From an optimization exercise on the open Yosys and OpenROAD flow, aimed at small area and a short achievable clock period; shortcuts taken in it are not production practice.
The RTL was checked by simulation tests, not by an equivalence proof against the original design.
Power figures rest on the tool's default switching activity, not on a simulated workload.

`config.mk`:
```
export PLATFORM = sky130hd
export DESIGN_NAME = iob_plic2
export DESIGN_NICKNAME = iob_plic2
export VERILOG_FILES = /design/flow/design.v
export SDC_FILE = /design/flow/constraint.sdc
export NUM_CORES = 4
export LEC_CHECK = 0
export CAP_MARGIN = 20
export CORE_MARGIN = 2
export CORE_UTILIZATION = 40
export SLEW_MARGIN = 20
```
`constraint.sdc`:
```
create_clock -name core_clock -period 120.0 [get_ports {clk}]
set_input_delay 24.0000 -clock core_clock [delete_from_list [all_inputs] [get_ports {clk}]]
set_output_delay 24.0000 -clock core_clock [all_outputs]
set_load 0.01 [all_outputs]
```
`design.v`:
```
package iob_plic2_pkg;
  localparam logic [31:0] CONFIG_VAL = 32'h0704_0040;
endpackage
module iob_plic2_gateway (
  input  logic clk,
  input  logic rst,
  input  logic src,
  input  logic el,
  input  logic sw_set,
  input  logic claim,
  input  logic complete,
  output logic ip,
  output logic inservice
);
  logic       src_q;
  logic       is_q;
  logic [3:0] cnt;
  logic       e;
  logic       up;
  logic       dn;
  logic [3:0] tg;
  logic       keep;
  assign keep = el & ~rst;
  assign e  = (src & ~src_q) | sw_set;
  assign up = e & ~claim & ~cnt[3];
  assign dn = claim & ~e;
  assign tg[0] = up | dn;
  assign tg[1] = (up & cnt[0]) | (dn & ~cnt[0]);
  assign tg[2] = (up & cnt[0] & cnt[1]) | (dn & ~cnt[0] & ~cnt[1]);
  assign tg[3] = (up & cnt[0] & cnt[1] & cnt[2]) | (dn & ~cnt[0] & ~cnt[1] & ~cnt[2]);
  always_ff @(posedge clk) begin
    src_q <= src;
    is_q  <= ~rst & (claim | (is_q & ~complete));
    cnt   <= {4{keep}} & (cnt ^ tg);
  end
  assign ip        = ~is_q & (el ? (|cnt) : src_q);
  assign inservice = is_q;
endmodule
module iob_plic2
#(
  parameter int unsigned ADDR_W            = 16,
  parameter int unsigned DATA_W            = 32,
  parameter int unsigned SOURCES           = 64,
  parameter int unsigned TARGETS           = 4,
  parameter int unsigned PRIORITIES        = 8,
  parameter int unsigned MAX_PENDING_COUNT = 8
) (
  input  logic                clk,
  input  logic                rst,
  input  logic                valid,
  input  logic [ADDR_W-1:0]   address,
  input  logic [DATA_W-1:0]   wdata,
  input  logic [DATA_W/8-1:0] wstrb,
  output logic [DATA_W-1:0]   rdata,
  output logic                ready,
  input  logic [SOURCES-1:0]  src,
  output logic [TARGETS-1:0]  irq
);
  logic [64:1] el_r;
  logic [64:1] ie_r   [4];
  logic [2:0]  prio_r [1:64];
  logic [2:0]  thr_r  [4];
  logic [6:0]  id_q   [4];
  logic [31:0] rdata_q;    
  logic [2:0]  rdp_q;      
  logic        cok_q;      
  logic        ready_q;
  logic        rst_q;      
  logic [64:1] gw_ip;
  logic [64:1] gw_is;
  logic        is_wr;
  logic        wr;
  logic        rd;
  logic        a_ok;
  logic        sel_cfg, sel_el, sel_ip, sel_pr, sel_ie, sel_ctx, sel_thr, sel_clm;
  logic [2:0]  wsel;       
  logic [3:0]  tsel_ie;    
  logic [3:0]  tsel_ctx;   
  logic [64:1] psel;       
  logic [3:0]  bsel;
  logic [31:0] wd;
  assign is_wr = |wstrb;
  assign wr    = valid & is_wr;
  assign rd    = valid & ~is_wr;
  assign a_ok  = (address[1:0] == 2'b00);
  assign sel_cfg = (address == 16'h0000);
  assign sel_el  = a_ok & (address[15:8] == 8'h01) & (address[7:4] == 4'h0);
  assign sel_ip  = a_ok & (address[15:8] == 8'h02) & (address[7:4] == 4'h0);
  assign sel_pr  = a_ok & (address[15:10] == 6'b000001) & ~address[9];
  assign sel_ie  = a_ok & (address[15:11] == 5'b00010) & (address[10:9] == 2'b00) &
                   (address[6:4] == 3'b000);
  assign sel_ctx = a_ok & (address[15:8] == 8'h20) & (address[7:6] == 2'b00);
  assign sel_thr = sel_ctx & (address[3:2] == 2'b00);
  assign sel_clm = sel_ctx & (address[3:2] == 2'b01);
  always_comb begin
    for (int w = 0; w < 3; w++) wsel[w] = (address[3:2] == 2'(w));
    for (int t = 0; t < 4; t++) begin
      tsel_ie[t]  = (address[8:7] == 2'(t));
      tsel_ctx[t] = (address[5:4] == 2'(t));
    end
    for (int i = 1; i <= 64; i++) psel[i] = (address[8:2] == 7'(i));
  end
  assign wd   = wdata & {32{~rst}};
  assign bsel = wstrb;
  logic [8:0]  pd_hi_t [4];
  logic [7:0]  pd_lo_t [4];
  logic [8:0]  pd_hi;
  logic [7:0]  pd_lo;
  logic [8:0]  wd_hi;
  logic [7:0]  wd_lo;
  logic [6:0]  id_sel;
  logic        claim_g;
  logic        comp_g;
  logic [64:1] claim_v;
  logic [64:1] comp_v;
  logic        claim_ok;
  always_comb begin
    for (int t = 0; t < 4; t++) begin
      for (int h = 0; h < 9; h++) pd_hi_t[t][h] = (id_q[t][6:3] == 4'(h));
      for (int l = 0; l < 8; l++) pd_lo_t[t][l] = (id_q[t][2:0] == 3'(l));
    end
    pd_hi  = (({9{tsel_ctx[0]}} & pd_hi_t[0]) | ({9{tsel_ctx[1]}} & pd_hi_t[1])) |
             (({9{tsel_ctx[2]}} & pd_hi_t[2]) | ({9{tsel_ctx[3]}} & pd_hi_t[3]));
    pd_lo  = (({8{tsel_ctx[0]}} & pd_lo_t[0]) | ({8{tsel_ctx[1]}} & pd_lo_t[1])) |
             (({8{tsel_ctx[2]}} & pd_lo_t[2]) | ({8{tsel_ctx[3]}} & pd_lo_t[3]));
    id_sel = (({7{tsel_ctx[0]}} & id_q[0]) | ({7{tsel_ctx[1]}} & id_q[1])) |
             (({7{tsel_ctx[2]}} & id_q[2]) | ({7{tsel_ctx[3]}} & id_q[3]));
    for (int h = 0; h < 9; h++) wd_hi[h] = (wdata[6:3] == 4'(h));
    for (int l = 0; l < 8; l++) wd_lo[l] = (wdata[2:0] == 3'(l));
  end
  assign claim_g = rd & sel_clm & ~rst_q;
  assign comp_g  = wr & sel_clm & ~wdata[7];
  always_comb begin
    for (int i = 1; i <= 64; i++) begin
      claim_v[i] = claim_g & gw_ip[i] & pd_hi[i / 8] & pd_lo[i % 8];
      comp_v[i]  = comp_g & wd_hi[i / 8] & wd_lo[i % 8];
    end
  end
  assign claim_ok = |claim_v;
  logic [64:1] el_we;
  logic [64:1] el_wd;
  logic [64:1] sw_set;
  always_comb begin
    for (int i = 1; i <= 64; i++) begin
      el_we[i]  = valid & sel_el & wsel[i / 32] & bsel[(i % 32) / 8];
      el_wd[i]  = wdata[i % 32];
      sw_set[i] = valid & sel_ip & wsel[i / 32] & bsel[(i % 32) / 8] & wdata[i % 32];
    end
  end
  always_ff @(posedge clk) begin
    for (int i = 1; i <= 64; i++) begin
      if (el_we[i] || rst) el_r[i] <= wd[i % 32];
      if ((valid && sel_pr && psel[i] && wstrb[0]) || rst) prio_r[i] <= wd[2:0];
    end
    for (int t = 0; t < 4; t++) begin
      for (int i = 1; i <= 64; i++)
        if ((valid && sel_ie && tsel_ie[t] && wsel[i / 32] && bsel[(i % 32) / 8]) || rst)
          ie_r[t][i] <= wd[i % 32];
      if ((valid && sel_thr && tsel_ctx[t] && wstrb[0]) || rst) thr_r[t] <= wd[2:0];
    end
  end
  logic [64:1] p2, p1, p0;
  logic [6:0]  arb_id [4];
  always_comb begin
    for (int i = 1; i <= 64; i++) begin
      p2[i] = prio_r[i][2];
      p1[i] = prio_r[i][1];
      p0[i] = prio_r[i][0];
    end
  end
  function automatic logic [6:0] ffs64(input logic [63:0] v);
    logic [63:0] vl [7];
    logic [5:0]  ix [7][64];
    vl[0] = v;
    vl[0][0] = 1'b0;
    for (int j = 0; j < 64; j++) ix[0][j] = '0;
    for (int l = 1; l <= 6; l++) begin
      vl[l] = '0;
      for (int j = 0; j < 64; j++) ix[l][j] = '0;
      for (int j = 0; j < (64 >> l); j++) begin
        vl[l][j] = vl[l-1][2*j] | vl[l-1][2*j+1];
        ix[l][j] = vl[l-1][2*j] ? ix[l-1][2*j] : (ix[l-1][2*j+1] | 6'(1 << (l-1)));
      end
    end
    ffs64 = {vl[6][0], ix[6][0]};
  endfunction
  for (genvar t = 0; t < 4; t++) begin : g_arb
    logic [64:1] c, m2, m1, m0;
    logic        a2, a1, a0;
    logic        win;
    logic [6:0]  lo;
    assign c  = gw_ip & ie_r[t];
    assign a2 = |(c & p2);
    assign m2 = c & (p2 | {64{~a2}});
    assign a1 = |(m2 & p1);
    assign m1 = m2 & (p1 | {64{~a1}});
    assign a0 = |(m1 & p0);
    assign m0 = m1 & (p0 | {64{~a0}});
    assign win = ({a2, a1, a0} > thr_r[t]);
    assign lo  = ffs64({m0[63:1], 1'b0});
    assign arb_id[t] = ~win  ? 7'd0 :
                       lo[6] ? {1'b0, lo[5:0]} : 7'd64;
  end
  logic [31:0] rd_data;
  logic [2:0]  rd_prio;
  logic [20:0] rd_terms [32];
  logic [63:0] pr_terms [3];
  always_comb begin
    logic [31:0] ipw [3];
    logic [31:0] elw [3];
    logic [31:0] iew [4][3];
    ipw[0] = {gw_ip[31:1], 1'b0};
    ipw[1] = gw_ip[63:32];
    ipw[2] = {31'd0, gw_ip[64]};
    elw[0] = {el_r[31:1], 1'b0};
    elw[1] = el_r[63:32];
    elw[2] = {31'd0, el_r[64]};
    for (int t = 0; t < 4; t++) begin
      iew[t][0] = {ie_r[t][31:1], 1'b0};
      iew[t][1] = ie_r[t][63:32];
      iew[t][2] = {31'd0, ie_r[t][64]};
    end
    for (int b = 0; b < 32; b++) begin
      rd_terms[b] = '0;
      rd_terms[b][0] = sel_cfg & iob_plic2_pkg::CONFIG_VAL[b];
      for (int w = 0; w < 3; w++) begin
        rd_terms[b][1 + w] = sel_el & wsel[w] & elw[w][b];
        rd_terms[b][4 + w] = sel_ip & ~rst_q & wsel[w] & ipw[w][b];
        for (int t = 0; t < 4; t++)
          rd_terms[b][7 + 3*t + w] = sel_ie & tsel_ie[t] & wsel[w] & iew[t][w][b];
      end
      if (b < 3)
        for (int t = 0; t < 4; t++)
          rd_terms[b][19] |= sel_thr & tsel_ctx[t] & thr_r[t][b];
      if (b < 7)
        rd_terms[b][20] = claim_g & id_sel[b];
      rd_data[b] = |rd_terms[b];
    end
    for (int k = 0; k < 3; k++) begin
      for (int i = 1; i <= 64; i++) pr_terms[k][i-1] = sel_pr & psel[i] & prio_r[i][k];
      rd_prio[k] = |pr_terms[k];
    end
  end
  always_ff @(posedge clk) begin
    ready_q <= valid & ~rst;
    rst_q   <= rst;
    rdata_q <= rd_data;
    rdp_q   <= rd_prio;
    cok_q   <= ~claim_g | claim_ok;
    for (int t = 0; t < 4; t++) id_q[t] <= arb_id[t];
  end
  assign rdata = {rdata_q[31:7], rdata_q[6:0] & {7{cok_q}}} | {29'd0, rdp_q};
  assign ready = ready_q;
  for (genvar t = 0; t < 4; t++) begin : g_irq
    assign irq[t] = ~rst_q & (|id_q[t]);
  end
  for (genvar g = 1; g <= 64; g++) begin : g_gw
    iob_plic2_gateway u_gw (
      .clk      (clk),
      .rst      (rst),
      .src      (src[g-1]),
      .el       (el_r[g]),
      .sw_set   (sw_set[g]),
      .claim    (claim_v[g]),
      .complete (comp_v[g]),
      .ip       (gw_ip[g]),
      .inservice(gw_is[g])
    );
  end
endmodule
```
`flow/run.sh`:
```
#!/bin/bash
# Own layout flow: the standard flow (standard.sh) with
#  - synthesis mapped by ABC with an area-oriented script (flow/synth.tcl),
#  - small port buffers (buf_2) instead of delay cells,
#  - CTS without dummy loads, with clkbuf_8 buffers and sink clusters of 12,
#  - timing repair run with a setup margin, so that the slowest gates on
#    the paths from the inputs get sized up (the 120 ns clock leaves them
#    ~90 ns of slack, so the standard repair never touches them).
# Each tool's output goes to the ORFS logs under orfs/logs; make's own
# output goes to flow_make.log here.
set -euo pipefail
W=$PWD
export OWN_ABC_SCRIPT=$W/flow/abc.script
bash standard.sh \
  SYNTH_SCRIPT=$W/flow/synth.tcl \
  ABC_AREA=1 \
  "BUFFER_PORTS_ARGS=-buffer_cell sky130_fd_sc_hd__buf_2" \
  "CTS_ARGS=-sink_clustering_enable -repair_clock_nets -dont_use_dummy_load -buf_list sky130_fd_sc_hd__clkbuf_8 -sink_clustering_size 12 -sink_clustering_max_diameter 60" \
  SETUP_SLACK_MARGIN=93.3 SLEW_MARGIN=10 CAP_MARGIN=10 \
  finish > $W/flow_make.log 2>&1
```
`flow/abc.script`:
```
strash
&get -n
&st
&dch -f
&nf -R 1000
&put
topo
stime -c
```
`flow/synth.tcl`:
```
# synth_recipe.tcl with one change: the final technology mapping runs ABC with
# flow/abc.script (area-oriented &nf mapping) instead of ORFS's script. The
# flip-flops are mapped before ABC runs, so they are the standard synthesis's.
proc synth {args} { yosys synth -nofsm -noshare {*}$args }
proc abc {args} {
  set i [lsearch -exact $args -script]
  if { $i >= 0 } {
    set args [lreplace $args [expr { $i + 1 }] [expr { $i + 1 }] $::env(OWN_ABC_SCRIPT)]
  }
  yosys abc {*}$args
}
source $::env(SCRIPTS_DIR)/synth.tcl
# left out here: clear keep_hierarchy, flatten, clean up, hide names made inside functions, write 1_2_yosys.v
```
`standard.sh`:
```
#!/bin/bash
# synth_recipe.tcl (not shown) runs the flow's synth.tcl, then flattens the netlist and writes it again
# the make line also repeats each setting of config.mk as NAME=value (left out here)
make -C /OpenROAD-flow-scripts/flow DESIGN_CONFIG=/design/flow/config.mk WORK_HOME=/design/flow/orfs CLKGATE_MAP_FILE= SYNTH_SCRIPT=/design/flow/synth_recipe.tcl "${@:-finish}"
```
==> results of run 1 <==
[routing by layer]
layer	track usage, %	up-vias
met2	54.93	4365
met5	0.6294	-
li1	-	23518
met1	53.56	27269
met3	15.30	852
met4	22.76	20
[cells in the final DEF (no fill, tap or decap), drive strengths merged, types with 45 or more instances in the layout]
master and instances:
clkinv 98, o21ai 376, nor3 161, a21oi 227, a22o 74, o211ai 45, a31oi 80, nor2 592
and2 48, a221oi 118, o21a 206, edfxtp 524, nand2 572, a31o 57, xnor2 156, buf 303
nand2b 159, xor2 101, clkbuf 105, a22oi 281, nand4 175, a21o 73, nor4 99, dfxtp 450
nor2b 123, and3 122, nand3 556, a211oi 71
[Yosys cell counts (12+ instances only)]
| cell | n |
|---|---|
| a211oi_1 | 71 |
| a21o_1 | 73 |
| a21oi_1 | 227 |
| a221oi_1 | 118 |
| a222oi_1 | 21 |
| a22o_1 | 74 |
| a22oi_1 | 281 |
| a31o_1 | 57 |
| a31oi_1 | 80 |
| and2_0 | 48 |
| and3_1 | 122 |
| buf_4 | 25 |
| clkinv_1 | 98 |
| dfxtp_1 | 450 |
| edfxtp_1 | 524 |
| ha_1 | 12 |
| mux2i_1 | 39 |
| nand2_1 | 572 |
| nand2b_1 | 159 |
| nand3_1 | 556 |
| nand3b_1 | 17 |
| nand4_1 | 175 |
| nor2_1 | 592 |
| nor2b_1 | 123 |
| nor3_1 | 161 |
| nor4_1 | 99 |
| o2111ai_1 | 43 |
| o211a_1 | 36 |
| o211ai_1 | 45 |
| o21a_1 | 206 |
| o21ai_0 | 376 |
| o221ai_1 | 15 |
| or3_1 | 15 |
| or4_1 | 19 |
| xnor2_1 | 156 |
| xor2_1 | 101 |
[tightest hold or removal path, stage by stage, from the launching register on]
cell,delay (ps)
dfxtp_1,310
o21ai_0,60
a21oi_1,60
[final cells by class]
| cell class | count | area, µm² |
|---|---|---|
| antenna | 16 | 40.04 |
| clock buffer | 105 | 1445 |
| fill | 13060 | 73750 |
| inverter | 98 | 367.9 |
| multi-input combinational | 4789 | 28780 |
| sequential | 974 | 24740 |
| tap | 1768 | 2212 |
| timing repair buffer | 303 | 1951 |
[metrics by stage]
stage / cell area, µm² / worst slack, ps / cells
after CTS: 59330 / 93300 / 8028
after detailed placement: 57760 / 91860 / 7920
after global placement: 57740 / 91500 / 7919
after floorplan: 53730 / 93230 / 5886
after global routing: 59510 / 93260 / 8041
final: 59540 / 93170 / 8053
[kinds of logic after synthesis]
logic type                 Yosys count  synth area share (%)
AOI/OAI and AO/OA                 1773                 22.92
xor gates and xnor gates           257                 4.192
adders and majority gates           12                0.2796
buffers and inverters              123                 1.035
DFF                                974                 46.08
muxes                               49                0.9367
and+or+nand+nor                   2698                 24.56
[how the worst min path moves through the flow]
| stage | endpoint | cells after the start |
|---|---|---|
| floorplan | g_gw[10].u_gw.is_q | 2 |
| global placement | g_gw[3].u_gw.is_q | 2 |
| detailed placement | g_gw[47].u_gw.is_q | 2 |
| CTS | g_gw[24].u_gw.is_q | 2 |
| global route | g_gw[53].u_gw.is_q | 2 |
| finish | g_gw[38].u_gw.is_q | 2 |
[sequential cells by signal, indices dropped and copies added, names as in the netlist]
name             count
g_gw.u_gw.cnt      256
ie_r               256
prio_r             192
el_r                64
g_gw.u_gw.is_q      64
g_gw.u_gw.src_q     64
rdata_q             32
id_q                28
thr_r               12
rdp_q                3
cok_q                1
ready_q              1
rst_q                1
[where the power goes]
part | leakage [µW] | internal [µW] | switching [µW]
Combinational | 0.0122 | 45.5 | 133
Clock | 0.000755 | 77.0 | 117
Sequential | 0.00871 | 374 | 41.8
[repair_timing]
| item | CTS | global route |
|---|---|---|
| pin swaps | 1 | 7 |
| gates cloned | 0 | 0 |
| setup buffers | 3 | 9 |
| resized for setup | 36 | 23 |
| endpoints found under the setup margin | 250 | 230 |
==> key figures, run 1 <==
Floorplanning
  • Die area: 137200 µm²
  • Core Region: 133300 µm²
  • Die H: 370.4 µm
  • Die W: 370.4 µm
  • Initial Utilization: 40.29%
  • # IOs: 156
  • Rows: 134

Clock tree
  • Number of buffers created by CTS: 105
  • Hold Buf Count CTS: 0
  • Clock root buffer: clkbuf_8
  • H-Tree Depth: 3
  • CTS Buffer Depth: 3
  • CTS Sinks: 974
  • TritonCTS clock tree: yes
  • Clk slew on worst S/H paths: 80 ps
  • Worst skew pair latency: 860 ps

STA
  • Max frequency: 37.27 MHz
  • Fin Clk Skew: 87.39 ps
  • Worst hold slack: 478.9 ps
  • Finish-stage setup viols: 0
  • Final Hold Viols: 0
  • Worst slew margin: -3.607%
  • Tcrit/Tclk final: 22.36%
  • Final Max Tran Viols: 1
  • Worst slew pin tran: 1554 ps
  • Unrepaired setup endpoints after global routing: no
  • Minimum clock period: 26830 ps
  • Sum Neg Setup Slack: 0 ps

Setup path
  • Cell breakdown of the critical path: buf_2, or2_0, nor2_1, and4_1, a22o_1, a221oi_1, nand4_1, or4_1
  • R2R Setup Slk: 106810 ps
  • CP max-delay cell: or2_0
  • Crit-path max FO: 10
  • Crit path to: rdp_q[0]
  • Worst reg2reg path depth: 33
  • RR Endpoint: id_q[1][2]
  • CP max stage delay: 920 ps
  • Worst path required time: 120610 ps
  • Data arrival, critical path: 27440 ps
  • Setup CP Type: input pin to register
  • Worst Setup End Kind: register
  • Delay-heaviest family, CP: simple AND/OR/NAND/NOR gates
  • Buffers and inverters on the worst path: 1
  • Critical path startpoint category: input pin
  • Critical Path Source: address[2]
  • Levels on crit path: 8
  • RR Startpoint: g_gw[56].u_gw.cnt[0]

Global routing
  • Initial antenna violation count: 24
  • Vias in the first global route: 49.62k
  • Global-route wire length before repair: 386.0 mm
  • Grt ovf: 0
  • GRT Util Overall: 40.12%
  • Pin count of the biggest net entering global routing: 125

Power
  • Design Power: 788.9 µW
  • Lkg Pwr: 0.02162 µW
  • VDD IR max: 0.008880 mV
  • Power per cell area: 13.25 nW/µm²

Synth
  • Seq/Total Area, Yosys: 46.08%
  • Post-Syn Area per Cell: 9.123 µm²
  • Mapped Cells: 5886
  • Synthesized flop and latch total: 974
  • YS warnings: 22
  • Synth Cell Area: 53700 µm²
  • Number of flops mapped to enable cells by yosys: 524
  • Most used DFF post-synth: edfxtp_1
  • Biggest area consumer among synthesized cells: edfxtp_1
  • Async set-or-reset flop fraction in the synthesized netlist: 0%
  • Synth top area cells: edfxtp_1 29%, dfxtp_1 17%, nand3_1 5.2%
  • Synth top area share: 29.30%
  • Post-synth cell types: 58
  • Syn nets: 6017

Final layout
  • Share of layout cells above drive strength 1: 7.705%
  • Fin util: 44.67%
  • P&R area growth vs syn: 10.88%
  • Final nets: 6402

Routing
  • Final WL: 285.8 mm
  • Met2 routed WL: 112.3 mm
  • WL/cell: 35.50 µm
  • DRC errors left: 0
  • Routed length on met3: 42.30 mm
  • DRT iter0 DRCs: 9317
  • Total number of vias: 56.02k
  • Number of vias per cell: 6.957
  • DR pass1 iterations: 10
  • Wl on met1: 111.6 mm
  • Top sig layer: met5
  • Routed Antenna Nets: 0

Min path
  • Hold Crit Class: register to register
  • Hold Crit Start: g_gw[38].u_gw.is_q

Outcome
  • Layout check faults: max-slew violations
  • Status: complete, but fails checks

Placed design
  • RD Place Congestion: 1.152
  • HPWL Detailed: 221.2 mm
  • PortBufs: 155

Run
  • Max Cap Viol: 0
==> inputs of run 2 (changes only) <==
--- a/flow/run.sh
+++ b/flow/run.sh
@@ -16,5 +16,5 @@
   ABC_AREA=1 \
   "BUFFER_PORTS_ARGS=-buffer_cell sky130_fd_sc_hd__buf_2" \
   "CTS_ARGS=-sink_clustering_enable -repair_clock_nets -dont_use_dummy_load -buf_list sky130_fd_sc_hd__clkbuf_8 -sink_clustering_size 12 -sink_clustering_max_diameter 60" \
-  SETUP_SLACK_MARGIN=93.3 SLEW_MARGIN=10 CAP_MARGIN=10 \
+  SETUP_SLACK_MARGIN=93.3 SLEW_MARGIN=20 CAP_MARGIN=20 \
   finish > $W/flow_make.log 2>&1
==> run 2 against run 1 <==
Effect of this change:
- the run now finishes clean
- power about the same
- setup slack worse by 80 ps
- sequential cell count unchanged
- fmax down 0.30%
- register-to-register slack better by 170 ps
- non-clock buffer count up 6
- wire length about the same
- clock-buffer cell count unchanged
- clock power about the same
- area after synthesis unchanged
- largest cell class unchanged
- largest power group unchanged
- highest routed layer unchanged
==> key figures, run 2 <==
Outcome
  • Status: no timing/DRC/antenna violations

Clock tree
  • Number of buffers created by CTS: 105
  • CTS Sinks: 974
  • Worst skew pair latency: 880 ps
  • CTS Buffer Depth: 3
  • H-Tree Depth: 3
  • Clock root buffer: clkbuf_8
  • Hold Buf Count CTS: 0
  • Clk slew on worst S/H paths: 80 ps
  • TritonCTS clock tree: yes

Min path
  • Hold Crit Class: register to register
  • Hold Path Sink: g_gw[2].u_gw.is_q
  • Hold Crit Start: g_gw[2].u_gw.is_q
  • Hold Path Cell Cnt: 2

Power
  • Switching Fraction: 37.01%
  • Lkg Pwr: 0.02167 µW
  • Clk pwr share: 24.6%
  • Combinational share of power: 22.7%
  • Power per cell area: 13.24 nW/µm²
  • Internal: 497.2 µW
  • Net Sw Power: 292.1 µW
  • Part of the power in registers: 52.7%
  • VDD IR max: 0.008943 mV

Final layout
  • Final nets: 6408
  • FILL cells: 13.05k
  • Largest regs: g_gw.u_gw.cnt x256, ie_r x256, prio_r x192
  • Share of layout cells above drive strength 1: 7.793%
  • Most common cell after layout, fill and taps aside: nand2_1
  • Most frequent cells in the layout: 572 x nand2_1, 563 x nor2_1, 554 x nand3_1
  • Fin area: 59640 µm²
  • P&R area growth vs syn: 11.06%

Synth
  • Mapped Cells: 5886
  • Synth Cell Area: 53700 µm²
  • Synth top area cells: edfxtp_1 29%, dfxtp_1 17%, nand3_1 5.2%
  • Async set-or-reset flop fraction in the synthesized netlist: 0%
  • Synth cell count leaders: 592 x nor2_1, 572 x nand2_1, 556 x nand3_1
  • Biggest area consumer among synthesized cells: edfxtp_1
  • Most used DFF post-synth: edfxtp_1
  • Top-count cell post-synth: nor2_1
  • Post-synth cell types: 58
  • Seq/Total Area, Yosys: 46.08%
  • Post-Syn Area per Cell: 9.123 µm²
  • Syn nets: 6017
  • YS warnings: 22
  • Synth top area share: 29.30%
  • Number of flops mapped to enable cells by yosys: 524
  • Synthesized flop and latch total: 974

Global routing
  • Pin count of the biggest net entering global routing: 125
  • Global routing met2 resource utilization: 54.93%
  • Global-route met1 utilization: 53.56%
  • Vias in the first global route: 49.62k
  • Global-route met3 utilization: 15.30%
  • GR peak layer: met2
  • Initial antenna violation count: 25
  • GRT Util Overall: 40.12%
  • Grt ovf: 0
  • Global-route wire length before repair: 386.0 mm

STA
  • Unrepaired setup endpoints after global routing: yes
  • Tcrit/Tclk final: 22.43%
  • Worst setup margin: 93090 ps
  • Final Max Tran Viols: 0
  • Fin Clk Skew: 92.11 ps
  • Sum Neg Setup Slack: 0 ps
  • Worst slew margin: 18.83%
  • Max frequency: 37.16 MHz
  • Worst slew pin tran: 1218 ps
  • Minimum clock period: 26910 ps
  • Finish-stage setup viols: 0
  • Final Hold Viols: 0

Floorplanning
  • Initial Utilization: 40.29%
  • Core Region: 133300 µm²
  • Die W: 370.4 µm
  • Die area: 137200 µm²
  • Rows: 134
  • Die H: 370.4 µm
  • # IOs: 156

Placed design
  • PortBufs: 155
  • HPWL Detailed: 221.2 mm
  • Placed inst area: 57760 µm²
  • RD Place Congestion: 1.152
  • DP Worst Slack: 91860 ps

Setup path
  • Data arrival, critical path: 27590 ps
  • Worst reg2reg path depth: 33
  • Crit-path max FO: 10
  • RR Startpoint: g_gw[50].u_gw.cnt[0]
  • RR Endpoint: id_q[1][2]
  • Critical path startpoint category: input pin
  • Worst Setup End Kind: register
  • Setup CP Type: input pin to register
  • Worst path required time: 120680 ps
  • R2R Setup Slk: 106980 ps

Run
  • Max Cap Viol: 0

Routing
  • DRT iter0 DRCs: 9286
  • Number of vias per cell: 6.945
  • WL/cell: 35.47 µm
  • DR pass1 iterations: 7
  • Total number of vias: 55.94k
  • Routed Antenna Nets: 0
  • Final WL: 285.7 mm
  • DRC errors left: 0
run 2: cell types whose count changed in the layout (fill, tap and decap cells not counted), sizes merged:
cell	before	now
buf	303	309
diode	16	11
run 2: metrics by stage:
step	hold slack, ps	util, %	total power (µW)	cells
after floorplan	447.4	-	483.1	5886
after global placement	460.6	43.32	584.5	7919
after detailed placement	467.2	43.33	584.0	7920
after CTS	478.6	44.51	773.0	8028
after global routing	493.7	44.73	802.6	8047
final	479.6	44.74	789.4	8054
run 2: layer usage:
layer | up-vias | share of wire (%)
met3 | 853 | 15
met2 | 4353 | 39
met4 | 16 | 6.8
met5 | - | 0.085
met1 | 27187 | 39
li1 | 23527 | -
run 2: cell families after synthesis:
| logic type | count (synthesis) | synth area share [%] |
|---|---|---|
| multiplexers | 49 | 0.9367 |
| buffers and inverters | 123 | 1.035 |
| AO/OA/AOI/OAI | 1773 | 22.92 |
| AND/OR/NAND/NOR | 2698 | 24.56 |
| flip-flops | 974 | 46.08 |
| XOR/XNOR | 257 | 4.192 |
| adder cells (fa/ha/maj) | 12 | 0.2796 |
run 2: power by group through the flow:
stage / Combinational [µW] / Clock (µW) / Sequential (µW)
after floorplan: 83.3 / 0 / 400
after global placement: 165 / 0 / 420
after detailed placement: 164 / 0 / 420
after CTS: 165 / 196 / 412
after global routing: 180 / 206 / 416
final: 179 / 194 / 416
run 2: layout make-up:
cell class              count  area (µm²)  area share [%]
clock buffers             105        1445           2.423
well taps                1768        2212           3.709
flip-flops and latches    974       24740           41.49
repair buffers            309        2062           3.458
multi-input cells        4789       28780           48.26
diodes                     11       27.53         0.04616
inverters                  98       367.9          0.6168
run 2: worst max path at each step:
stage / start / endpoint / cells after the start
2_1_floorplan: address[5] / ie_r[2][32] / 6
3_3_place_gp: address[4] / cok_q / 13
3_5_place_dp: address[13] / g_gw[15].u_gw.cnt[3] / 14
4_1_cts: address[13] / rdp_q[1] / 11
5_1_grt: address[13] / rdp_q[1] / 11
6_report: address[3] / rdp_q[0] / 8
run 2: repair_timing:
action,CTS,global route
endpoints found under the setup margin,250,223
pin swaps,1,7
resized for setup,36,20
buffers inserted,3,9
gates cloned,0,0
run 2: critical path: stages:
cell,delay (ps)
buf_2,340
nor2b_1,910
nand2_1,420
nor2_1,840
a22o_1,320
a221oi_1,80
nand4_1,200
or4_1,470
==> inputs of run 3 (changes only) <==
--- a/flow/run.sh
+++ b/flow/run.sh
@@ -16,5 +16,5 @@
   ABC_AREA=1 \
   "BUFFER_PORTS_ARGS=-buffer_cell sky130_fd_sc_hd__buf_2" \
   "CTS_ARGS=-sink_clustering_enable -repair_clock_nets -dont_use_dummy_load -buf_list sky130_fd_sc_hd__clkbuf_8 -sink_clustering_size 12 -sink_clustering_max_diameter 60" \
-  SETUP_SLACK_MARGIN=93.3 SLEW_MARGIN=20 CAP_MARGIN=20 \
+  SETUP_SLACK_MARGIN=93.6 SLEW_MARGIN=20 CAP_MARGIN=20 \
   finish > $W/flow_make.log 2>&1
==> run 3 against run 2 <==
Effect of this change:
- register-to-register slack improved by 310 ps
- combinational power increased by 3%
- hold slack got worse by 3.3 ps
- die area unchanged
- largest cell class unchanged
- area after synthesis unchanged
- via count increased by 0.13%
- power increased by 1.6%
- clock-buffer cell count increased by 3
- clock power increased by 3%
- design area increased by 0.71%
- critical endpoint is now rdp_q[1]
==> key figures, run 3 <==
Routing
  • DRT iter0 DRCs: 9033
  • Total number of vias: 56.01k
  • DR pass1 iterations: 7
  • DRC errors left: 0
  • Routed Antenna Nets: 0
  • WL/cell: 36.53 µm
  • Number of vias per cell: 6.937
  • Final WL: 294.9 mm

Global routing
  • Global-route met1 utilization: 55.79%
  • GRT Util Overall: 41.57%
  • Global routing met2 resource utilization: 56.65%
  • Grt ovf: 0
  • Vias in the first global route: 50.09k
  • Pin count of the biggest net entering global routing: 78
  • Global-route met3 utilization: 16.23%
  • GR peak layer: met2
  • Initial antenna violation count: 27
  • Global-route wire length before repair: 398.9 mm

Setup path
  • Worst reg2reg path depth: 33
  • CP max-delay cell: nor2_1
  • Cell breakdown of the critical path: buf_2, or3_1, nor4_4, and3_1, nand3_2, nor2_1, a22o_1, a221oi_1, nand3_1, nor3_1, nand2_1
  • Worst path required time: 120740 ps
  • Worst Setup End Kind: register
  • Crit-path max FO: 16
  • Data arrival, critical path: 27140 ps
  • CP max stage delay: 740 ps
  • Setup CP Type: input pin to register
  • Critical path startpoint category: input pin

Final layout
  • Most common cell after layout, fill and taps aside: nand2_1
  • Fin util: 45.06%
  • Post-route insts no fill: 8074
  • Most frequent cells in the layout: 571 x nand2_1, 562 x nor2_1, 552 x nand3_1
  • Final nets: 6430
  • FILL cells: 13.12k
  • P&R area growth vs syn: 11.85%
  • Share of layout cells above drive strength 1: 8.845%
  • Largest regs: g_gw.u_gw.cnt x256, ie_r x256, prio_r x192

Synth
  • Post-synthesis compound-gate area fraction: 22.92%
  • Synth Cell Area: 53700 µm²
  • Synth top area share: 29.30%
  • Synth top area cells: edfxtp_1 29%, dfxtp_1 17%, nand3_1 5.2%
  • YS warnings: 22
  • Synth cell count leaders: 592 x nor2_1, 572 x nand2_1, 556 x nand3_1
  • Post-synth cell types: 58
  • Simple-gate share of the synthesized area: 24.56%
  • Xor/xnor share of the synthesized area: 4.192%
  • Biggest area consumer among synthesized cells: edfxtp_1
  • Number of flops mapped to enable cells by yosys: 524
  • Adder-cell share of the synthesized area: 0.2796%
  • Post-Syn Area per Cell: 9.123 µm²
  • Top-count cell post-synth: nor2_1
  • Post-synthesis mux area share: 0.9367%
  • Mapped Cells: 5886
  • Seq/Total Area, Yosys: 46.08%
  • Async set-or-reset flop fraction in the synthesized netlist: 0%
  • Most used DFF post-synth: edfxtp_1
  • Synthesized flop and latch total: 974
  • Syn nets: 6017
  • Largest family of logic cells by synthesized area: simple AND/OR/NAND/NOR gates

STA
  • Fin Clk Skew: 115.4 ps
  • Finish-stage setup viols: 0
  • Tcrit/Tclk final: 22.00%
  • Worst slew margin: 15.51%
  • Final Max Tran Viols: 0
  • Worst slew pin tran: 1267 ps
  • Worst setup margin: 93600 ps
  • Minimum clock period: 26400 ps
  • Unrepaired setup endpoints after global routing: yes
  • Max frequency: 37.88 MHz
  • Final Hold Viols: 0
  • Sum Neg Setup Slack: 0 ps

Floorplanning
  • Die H: 370.4 µm
  • Rows: 134
  • Initial Utilization: 40.29%
  • Core Region: 133300 µm²
  • # IOs: 156
  • Die W: 370.4 µm
  • Die area: 137200 µm²

Placed design
  • DP Worst Slack: 91900 ps
  • PortBufs: 155
  • Placed Instances: 7928
  • HPWL Detailed: 232.3 mm
  • RD Place Congestion: 1.158

Clock tree
  • Worst skew pair latency: 880 ps
  • Hold Buf Count CTS: 0
  • Clock root buffer: clkbuf_8
  • H-Tree Depth: 3
  • Number of buffers created by CTS: 108
  • Clk slew on worst S/H paths: 80 ps
  • TritonCTS clock tree: yes
  • CTS Sinks: 974
  • CTS Buffer Depth: 3

Power
  • Power per cell area: 13.35 nW/µm²
  • VDD IR max: 0.008486 mV
  • Design Power: 802.0 µW
  • Lkg Pwr: 0.02183 µW

Min path
  • Hold Path Cell Cnt: 2
  • Hold Crit Class: register to register

Run
  • Max Cap Viol: 0

Outcome
  • Status: no timing/DRC/antenna violations
==> run 3: cell counts after synthesis <==
No cell type changed its count.
==> run 3: cell families after synthesis <==
group                    after synthesis
AND/OR/NAND/NOR                     2698
AO/OA/AOI/OAI                       1773
flip-flops                           974
XOR/XNOR                             257
buffers and inverters                123
multiplexers                          49
adder cells (fa/ha/maj)               12
==> run 3: power by group <==
group / total [µW] / internal (µW) / switching (µW)
sequential: 419 / 374 / 44.5
combinational: 184 / 46.0 / 138
clock: 199 / 79.1 / 120
==> run 3: worst max-delay path, delay by kind of cell <==
family | cells | cell delay (ps)
AO/OA/AOI/OAI | 2 | 590
AND/OR/NAND/NOR | 8 | 2430
buffers and inverters | 1 | 110
==> run 3: metrics by stage <==
| stage | instance area [µm²] | hold WS [ps] |
|---|---|---|
| 2_1_floorplan | 53880 | 447.4 |
| 3_3_place_gp | 57890 | 459.5 |
| 3_5_place_dp | 57930 | 466.9 |
| 4_1_cts | 59640 | 478.0 |
| 5_1_grt | 60050 | 497.4 |
| 6_report | 60060 | 476.3 |
==> run 3: worst paths after layout <==
kind	startpoint	end	slack [ps]
hold reg to reg	g_gw[19].u_gw.is_q	g_gw[19].u_gw.is_q	480
setup reg to reg	el_r[56]	id_q[1][1]	107290
hold / removal	g_gw[19].u_gw.is_q	g_gw[19].u_gw.is_q	480
setup / recovery	address[13]	rdp_q[1]	93600
==> run 3: final cells by class <==
type	instances	area [µm²]	share of cell area, %
clock buffer	108	1486	2.475
sequential	974	24740	41.20
antenna	9	22.52	0.03750
timing repair buffer	327	2172	3.616
multi-input combinational	4790	29060	48.38
tap	1768	2212	3.683
inverter	98	367.9	0.6124
==> run 3: timing repair <==
item / 4_1_cts / 5_1_grt
pin swaps: 4 / 8
gates resized for setup: 46 / 38
setup endpoints to repair: 300 / 280
cloned: 0 / 1
setup buffers: 8 / 20
==> run 3: per-layer routing <==
| layer | wire, µm | up-vias |
|---|---|---|
| met1 | 115900 | 27485 |
| met5 | 93 | - |
| met3 | 44140 | 773 |
| met2 | 114700 | 4193 |
| li1 | - | 23542 |
| met4 | 20080 | 14 |
==> inputs of run 4 (changes only) <==
--- a/flow/run.sh
+++ b/flow/run.sh
@@ -16,5 +16,5 @@
   ABC_AREA=1 \
   "BUFFER_PORTS_ARGS=-buffer_cell sky130_fd_sc_hd__buf_2" \
   "CTS_ARGS=-sink_clustering_enable -repair_clock_nets -dont_use_dummy_load -buf_list sky130_fd_sc_hd__clkbuf_8 -sink_clustering_size 12 -sink_clustering_max_diameter 60" \
-  SETUP_SLACK_MARGIN=93.6 SLEW_MARGIN=20 CAP_MARGIN=20 \
+  SETUP_SLACK_MARGIN=93.9 SLEW_MARGIN=20 CAP_MARGIN=20 \
   finish > $W/flow_make.log 2>&1
==> run 4 against run 3 <==
Effect of this change:
- global-route usage rose by 5.3 points
- via count rose by 3.0%
- utilization rose by 2.7 points
- wire length rose by 13%
- setup slack improved by 23 ps
- combinational power rose by about 10%
- sequential cell count did not move
- fmax barely moved
- clock power barely moved
- power rose by 2.0%
- still clean on timing, DRC and antenna
- sequential share of layout area fell by 2.3 points
==> key figures, run 4 <==
Setup path
  • Crit-path max FO: 45
  • Crit-path most repeated cell: nand4_1
  • Cell breakdown of the critical path: buf_2, buf_8, nand3b_1, or3_4, nor2_4, buf_12, and3_4, nor4_4, nand4_1, nor3_4, nand4_1
  • CP max stage delay: 620 ps
  • Buffers and inverters on the worst path: 3
  • R2R Setup Slk: 106470 ps
  • Worst path required time: 120710 ps
  • Data arrival, critical path: 27080 ps
  • Setup CP Type: input pin to register
  • Critical path startpoint category: input pin
  • CP max-delay cell: nor3_4
  • Worst Setup End Kind: register
  • Delay-heaviest family, CP: simple AND/OR/NAND/NOR gates

Final layout
  • Final nets: 6555
  • Share of layout cells above drive strength 1: 16.68%
  • P&R area growth vs syn: 18.58%
  • Most frequent cells in the layout: 542 x nor2_1, 540 x nand3_1, 534 x nand2_1
  • Largest regs: g_gw.u_gw.cnt x256, ie_r x256, prio_r x192
  • Most common cell after layout, fill and taps aside: nor2_1
  • Fin util: 47.77%

Global routing
  • Pin count of the biggest net entering global routing: 74
  • GR peak layer: met2
  • Global routing met2 resource utilization: 68.59%
  • Vias in the first global route: 52.42k
  • GRT Util Overall: 46.91%
  • Global-route met3 utilization: 15.34%
  • Global-route wire length before repair: 440.2 mm
  • Grt ovf: 0
  • Initial antenna violation count: 54
  • Global-route met1 utilization: 57.00%

Clock tree
  • Number of buffers created by CTS: 108
  • Clk slew on worst S/H paths: 90 ps
  • CTS Sinks: 974
  • TritonCTS clock tree: yes
  • Hold Buf Count CTS: 0
  • CTS Buffer Depth: 3
  • Worst skew pair latency: 880 ps
  • H-Tree Depth: 3
  • Clock root buffer: clkbuf_8

Routing
  • Final WL: 332.6 mm
  • Number of vias per cell: 7.025
  • WL/cell: 40.49 µm
  • DR pass1 iterations: 9
  • Routed Antenna Nets: 0
  • DRT iter0 DRCs: 8541
  • Total number of vias: 57.70k
  • DRC errors left: 0

Synth
  • Synthesized flop and latch total: 974
  • Synth cell count leaders: 592 x nor2_1, 572 x nand2_1, 556 x nand3_1
  • Mapped Cells: 5886
  • Async set-or-reset flop fraction in the synthesized netlist: 0%
  • Most used DFF post-synth: edfxtp_1
  • Top-count cell post-synth: nor2_1
  • Number of flops mapped to enable cells by yosys: 524
  • Synth Cell Area: 53700 µm²
  • YS warnings: 22
  • Syn nets: 6017
  • Synth top area cells: edfxtp_1 29%, dfxtp_1 17%, nand3_1 5.2%
  • Synth top area share: 29.30%
  • Post-synth cell types: 58
  • Post-Syn Area per Cell: 9.123 µm²
  • Seq/Total Area, Yosys: 46.08%
  • Biggest area consumer among synthesized cells: edfxtp_1

Floorplanning
  • Die H: 370.4 µm
  • Die area: 137200 µm²
  • Die W: 370.4 µm
  • # IOs: 156
  • Initial Utilization: 40.29%
  • Rows: 134
  • Core Region: 133300 µm²

Outcome
  • Status: no timing/DRC/antenna violations

STA
  • Fin Clk Skew: 125.8 ps
  • Finish-stage setup viols: 0
  • Max frequency: 37.92 MHz
  • Worst hold slack: 479.4 ps
  • Worst slew pin tran: 1420 ps
  • Sum Neg Setup Slack: 0 ps
  • Tcrit/Tclk final: 21.98%
  • Final Max Tran Viols: 0
  • Final Hold Viols: 0
  • Unrepaired setup endpoints after global routing: yes
  • Worst slew margin: 5.305%
  • Minimum clock period: 26370 ps

Power
  • Lkg Pwr: 0.02312 µW
  • Power per cell area: 12.84 nW/µm²
  • VDD IR max: 0.01051 mV

Min path
  • Hold Crit Class: register to register

Placed design
  • RD Place Congestion: 1.164
  • HPWL Detailed: 261.6 mm
  • PortBufs: 155

Run
  • Max Cap Viol: 0
-- run 4: metal layers --
layer,vias up,wire length (µm)
met2,4229,137400
met5,-,233
met1,28483,121700
met3,1103,40290
li1,23856,-
met4,32,32980
-- run 4: final cells by class --
type / count / area (µm²)
Antenna cell: 24 / 60.06
Clock buffer: 108 / 1486
Fill cell: 12846 / 69610
Inverter: 98 / 367.9
Multi-Input combinational cell: 4790 / 31320
Sequential cell: 974 / 24740
Tap cell: 1768 / 2212
Timing Repair Buffer: 452 / 3491
-- run 4: report_power, final --
part / switching [µW] / internal [µW]
combinational: 151 / 52.1
sequential: 41.2 / 374
clock: 120 / 79.1
-- run 4: cell families (layout without fill, tap and decap cells) --
kind of cell,after synthesis,count (layout),synth area share (%)
flip-flops,974,974,46.08
XOR/XNOR,257,257,4.192
multiplexers,49,49,0.9367
buffers and inverters,123,658,1.035
AND/OR/NAND/NOR,2698,2699,24.56
other,0,24,0
AO/OA/AOI/OAI,1773,1773,22.92
adder cells (fa/ha/maj),12,12,0.2796
-- run 4: worst paths after layout --
kind	start	to	depth (start not counted)
hold / removal	g_gw[49].u_gw.is_q	g_gw[49].u_gw.is_q	2
setup / recovery	valid	cok_q	11
hold reg to reg	g_gw[49].u_gw.is_q	g_gw[49].u_gw.is_q	2
setup reg to reg	g_gw[58].u_gw.cnt[0]	id_q[3][2]	31
-- run 4: what timing repair did --
| item | CTS | global route |
|---|---|---|
| gates resized for setup | 65 | 233 |
| setup endpoints to repair | 660 | 221 |
| pin swaps | 20 | 163 |
| gates cloned | 0 | 1 |
| setup buffers | 42 | 87 |
-- run 4: metrics by stage --
stage	worst slack (ps)	power, µW	cells	instance area, µm²
5_1_grt	93690	830.3	8192	63620
3_3_place_gp	90110	602.1	7948	59440
2_1_floorplan	93510	485.5	5886	55240
4_1_cts	93700	797.7	8102	61790
6_report	93630	817.8	8214	63680
3_5_place_dp	91050	602.0	7952	59490
-- run 4: tightest hold or removal path, stage by stage (launching register included) --
cell and delay (ps):
dfxtp_1 320, o21ai_0 60, a21oi_1 60
==> inputs of run 5 (changes only) <==
--- a/flow/run.sh
+++ b/flow/run.sh
@@ -16,5 +16,5 @@
   ABC_AREA=1 \
   "BUFFER_PORTS_ARGS=-buffer_cell sky130_fd_sc_hd__buf_2" \
   "CTS_ARGS=-sink_clustering_enable -repair_clock_nets -dont_use_dummy_load -buf_list sky130_fd_sc_hd__clkbuf_8 -sink_clustering_size 12 -sink_clustering_max_diameter 60" \
-  SETUP_SLACK_MARGIN=93.9 SLEW_MARGIN=20 CAP_MARGIN=20 \
+  SETUP_SLACK_MARGIN=94.2 SLEW_MARGIN=20 CAP_MARGIN=20 \
   finish > $W/flow_make.log 2>&1
==> run 5 against run 4 <==
Effect of this change:
- hold slack is essentially flat
- sequential power barely moved
- clock-buffer cell count increased by 6
- utilization up 3.5 points
- non-clock buffer count up 151
- design area up 7.4%
- global-route usage is 0.084 points higher
- combinational power grew 2%
- critical path depth unchanged
- final cell count up 1.9%
- sequential cell count is the same
- critical path type unchanged
- highest routed layer unchanged
==> key figures, run 5 <==
Routing
  • Final WL: 335.4 mm
  • Number of vias per cell: 6.994
  • DRC errors left: 0
  • Total number of vias: 58.52k
  • DRT iter0 DRCs: 9100
  • Routed Antenna Nets: 0
  • DR pass1 iterations: 7
  • WL/cell: 40.08 µm

Synth
  • Async set-or-reset flop fraction in the synthesized netlist: 0%
  • Synth Cell Area: 53700 µm²
  • Synthesized flop and latch total: 974
  • Synth top area share: 29.30%
  • YS warnings: 22
  • Number of flops mapped to enable cells by yosys: 524
  • Most used DFF post-synth: edfxtp_1
  • Synth top area cells: edfxtp_1 29%, dfxtp_1 17%, nand3_1 5.2%
  • Post-synth cell types: 58
  • Biggest area consumer among synthesized cells: edfxtp_1
  • Synth cell count leaders: 592 x nor2_1, 572 x nand2_1, 556 x nand3_1
  • Top-count cell post-synth: nor2_1
  • Seq/Total Area, Yosys: 46.08%
  • Post-Syn Area per Cell: 9.123 µm²
  • Syn nets: 6017
  • Mapped Cells: 5886

Final layout
  • Final nets: 6713
  • Reg area: 24770 µm²
  • FILL cells: 12.13k
  • P&R area growth vs syn: 27.33%
  • Most common cell after layout, fill and taps aside: nand3_1
  • Fin util: 51.30%
  • Most frequent cells in the layout: 530 x nand3_1, 524 x edfxtp_1, 474 x nand2_1
  • Largest regs: g_gw.u_gw.cnt x256, ie_r x256, prio_r x192
  • Area of the multi-input gates: 34030 µm²
  • Fin area: 68370 µm²
  • Share of layout cells above drive strength 1: 24.64%

STA
  • Fin Clk Skew: 105.5 ps
  • Minimum clock period: 26400 ps
  • Finish-stage setup viols: 0
  • Max frequency: 37.89 MHz
  • Tcrit/Tclk final: 22.00%
  • Sum Neg Setup Slack: 0 ps
  • Final Hold Viols: 0
  • Final Max Tran Viols: 0
  • Unrepaired setup endpoints after global routing: yes
  • Worst hold slack: 479.0 ps
  • Worst slew margin: 14.62%
  • Worst slew pin tran: 1267 ps

Power
  • Design Power: 833.1 µW
  • Lkg Pwr: 0.02485 µW
  • Clk pwr share: 24.8%
  • Power per cell area: 12.18 nW/µm²
  • Switching Fraction: 38.30%
  • Internal: 514.0 µW
  • Net Sw Power: 319.1 µW
  • Part of the power in registers: 50.2%
  • VDD IR max: 0.009672 mV
  • Combinational share of power: 25.0%

Setup path
  • Worst Setup End Kind: register
  • Data arrival, critical path: 27110 ps
  • Critical path startpoint category: input pin
  • Crit-path max FO: 8
  • Cell breakdown of the critical path: buf_8, nand2b_1, nor3_1, nor4_2, nor2_4, buf_12, and3_4, nor4_4, nand4_1, nor3_4, nand4_1
  • Setup CP Type: input pin to register
  • Worst path required time: 120710 ps
  • CP max-delay cell: nor3_4
  • CP max stage delay: 650 ps
  • Crit-path most repeated cell: nand4_1
  • Buffers and inverters on the worst path: 2
  • Delay-heaviest family, CP: simple AND/OR/NAND/NOR gates

Floorplanning
  • Rows: 134
  • Core Region: 133300 µm²
  • Die area: 137200 µm²
  • Die W: 370.4 µm
  • # IOs: 156
  • Initial Utilization: 40.29%
  • Die H: 370.4 µm

Min path
  • Hold Crit Class: register to register

Global routing
  • Initial antenna violation count: 39
  • Grt ovf: 0
  • GRT Util Overall: 46.99%
  • Global-route wire length before repair: 443.8 mm
  • Vias in the first global route: 53.26k
  • Pin count of the biggest net entering global routing: 63

Outcome
  • Status: no timing/DRC/antenna violations

Clock tree
  • Number of buffers created by CTS: 114
  • TritonCTS clock tree: yes
  • CTS Sinks: 974
  • Clk slew on worst S/H paths: 70 ps
  • CTS Buffer Depth: 3
  • Worst skew pair latency: 910 ps
  • Clock root buffer: clkbuf_8
  • H-Tree Depth: 3

Placed design
  • HPWL Detailed: 255.7 mm
  • PortBufs: 155
  • RD Place Congestion: 1.128
  • Placed inst area: 60280 µm²

Run
  • Max Cap Viol: 0
run 5: routing by layer:
| layer | vias to the layer above | track usage [%] | wire, µm |
|---|---|---|---|
| met5 | - | 0 | 260 |
| met2 | 4394 | 68.88 | 139900 |
| li1 | 24201 | - | - |
| met4 | 24 | 37.24 | 34080 |
| met1 | 28763 | 57.11 | 120900 |
| met3 | 1141 | 14.46 | 40330 |
run 5: final cells by class:
type / instances / area share [%]
Timing Repair Buffer: 603 / 7.821
Antenna cell: 20 / 0.07320
Clock buffer: 114 / 2.295
Sequential cell: 974 / 36.23
Multi-Input combinational cell: 4791 / 49.77
Inverter: 98 / 0.5801
Tap cell: 1768 / 3.235
run 5: worst reg2reg max path, delay by kind of cell (launching register included):
kind	cells	cell delay (ps)
DFF	1	570
AOI/OAI and AO/OA	7	3230
and+or+nand+nor	19	6920
buffers and inverters	6	2300
run 5: repair_timing:
item                                    4_1_cts  5_1_grt
pin swaps                                   192      277
endpoints found under the setup margin      603      412
gates cloned                                  2        2
resized for setup                           385      410
hold endpoints to repair                      0        0
hold buffers                                  0        0
buffers inserted                            164      121
run 5: logic make-up (layout without fill, tap and decap cells):
kind of cell | Yosys count | count (layout) | synth area share [%]
AOI/OAI and AO/OA | 1773 | 1773 | 22.92
xor gates and xnor gates | 257 | 257 | 4.192
adders and majority gates | 12 | 12 | 0.2796
buffers and inverters | 123 | 815 | 1.035
DFF | 974 | 974 | 46.08
muxes | 49 | 49 | 0.9367
other | 0 | 20 | 0
and+or+nand+nor | 2698 | 2700 | 24.56
run 5: power by group through the flow:
stage	sequential, µW	combinational, µW	clock, µW
2_1_floorplan	400	87.0	0
3_3_place_gp	420	181	0
3_5_place_dp	419	181	0
4_1_cts	413	189	206
5_1_grt	418	209	218
6_report	418	208	207
run 5: through the flow:
stage	worst slack, ps	cells
after floorplan	93550	5886
after global placement	90670	7942
after detailed placement	91260	7945
after CTS	93940	8225
after global routing	93740	8351
final	93600	8368
run 5: final timing paths:
kind                         from            endpoint  cells after the start  slack [ps]
min reg2reg    g_gw[60].u_gw.is_q  g_gw[60].u_gw.is_q                      2         480
min            g_gw[60].u_gw.is_q  g_gw[60].u_gw.is_q                      2         480
max reg2reg  g_gw[59].u_gw.cnt[0]          id_q[3][2]                     32      106700
max                    address[5]               cok_q                     11       93600

static timing again, ports no longer ideal:
How much do the figures lean on ideal ports? The routed layouts below were timed once more, with nothing changed but the port constraints. Step 1, drivers: a clkbuf_16 drives clk and a buf_2 each remaining input, both assumed. Step 2, shift: input delay + t, output delay - t, t = (earliest + latest rising clock arrival at the registers) / 2. This alone moves slack from input paths to output paths. Three values: ideal ports, drivers, drivers and shift; two values: the first two.
run | t, ns | slack for setup (ns) | worst register clock-pin slew, ns | worst slew at a driven data input, ns | cell pins on the clock port's net
run 1 | 0.905 | 93.169 / 93.229 / 92.324 | 0.09 / 0.09 | 0.09 | 1
run 2 | 0.922 | 93.089 / 93.142 / 92.220 | 0.09 / 0.09 | 0.09 | 1
run 3 | 0.898 | 93.603 / 93.648 / 92.750 | 0.09 / 0.09 | 0.12 | 1
run 4 | 0.909 | 93.626 / 93.636 / 92.777 | 0.09 / 0.09 | 0.09 | 1
run 5 | 0.932 | 93.605 / 93.632 / 92.700 | 0.09 / 0.09 | 0.12 | 1
The setup slack of run 5, which loses most, moves by +0.027 ns with the drivers and by -0.905 ns with both steps.
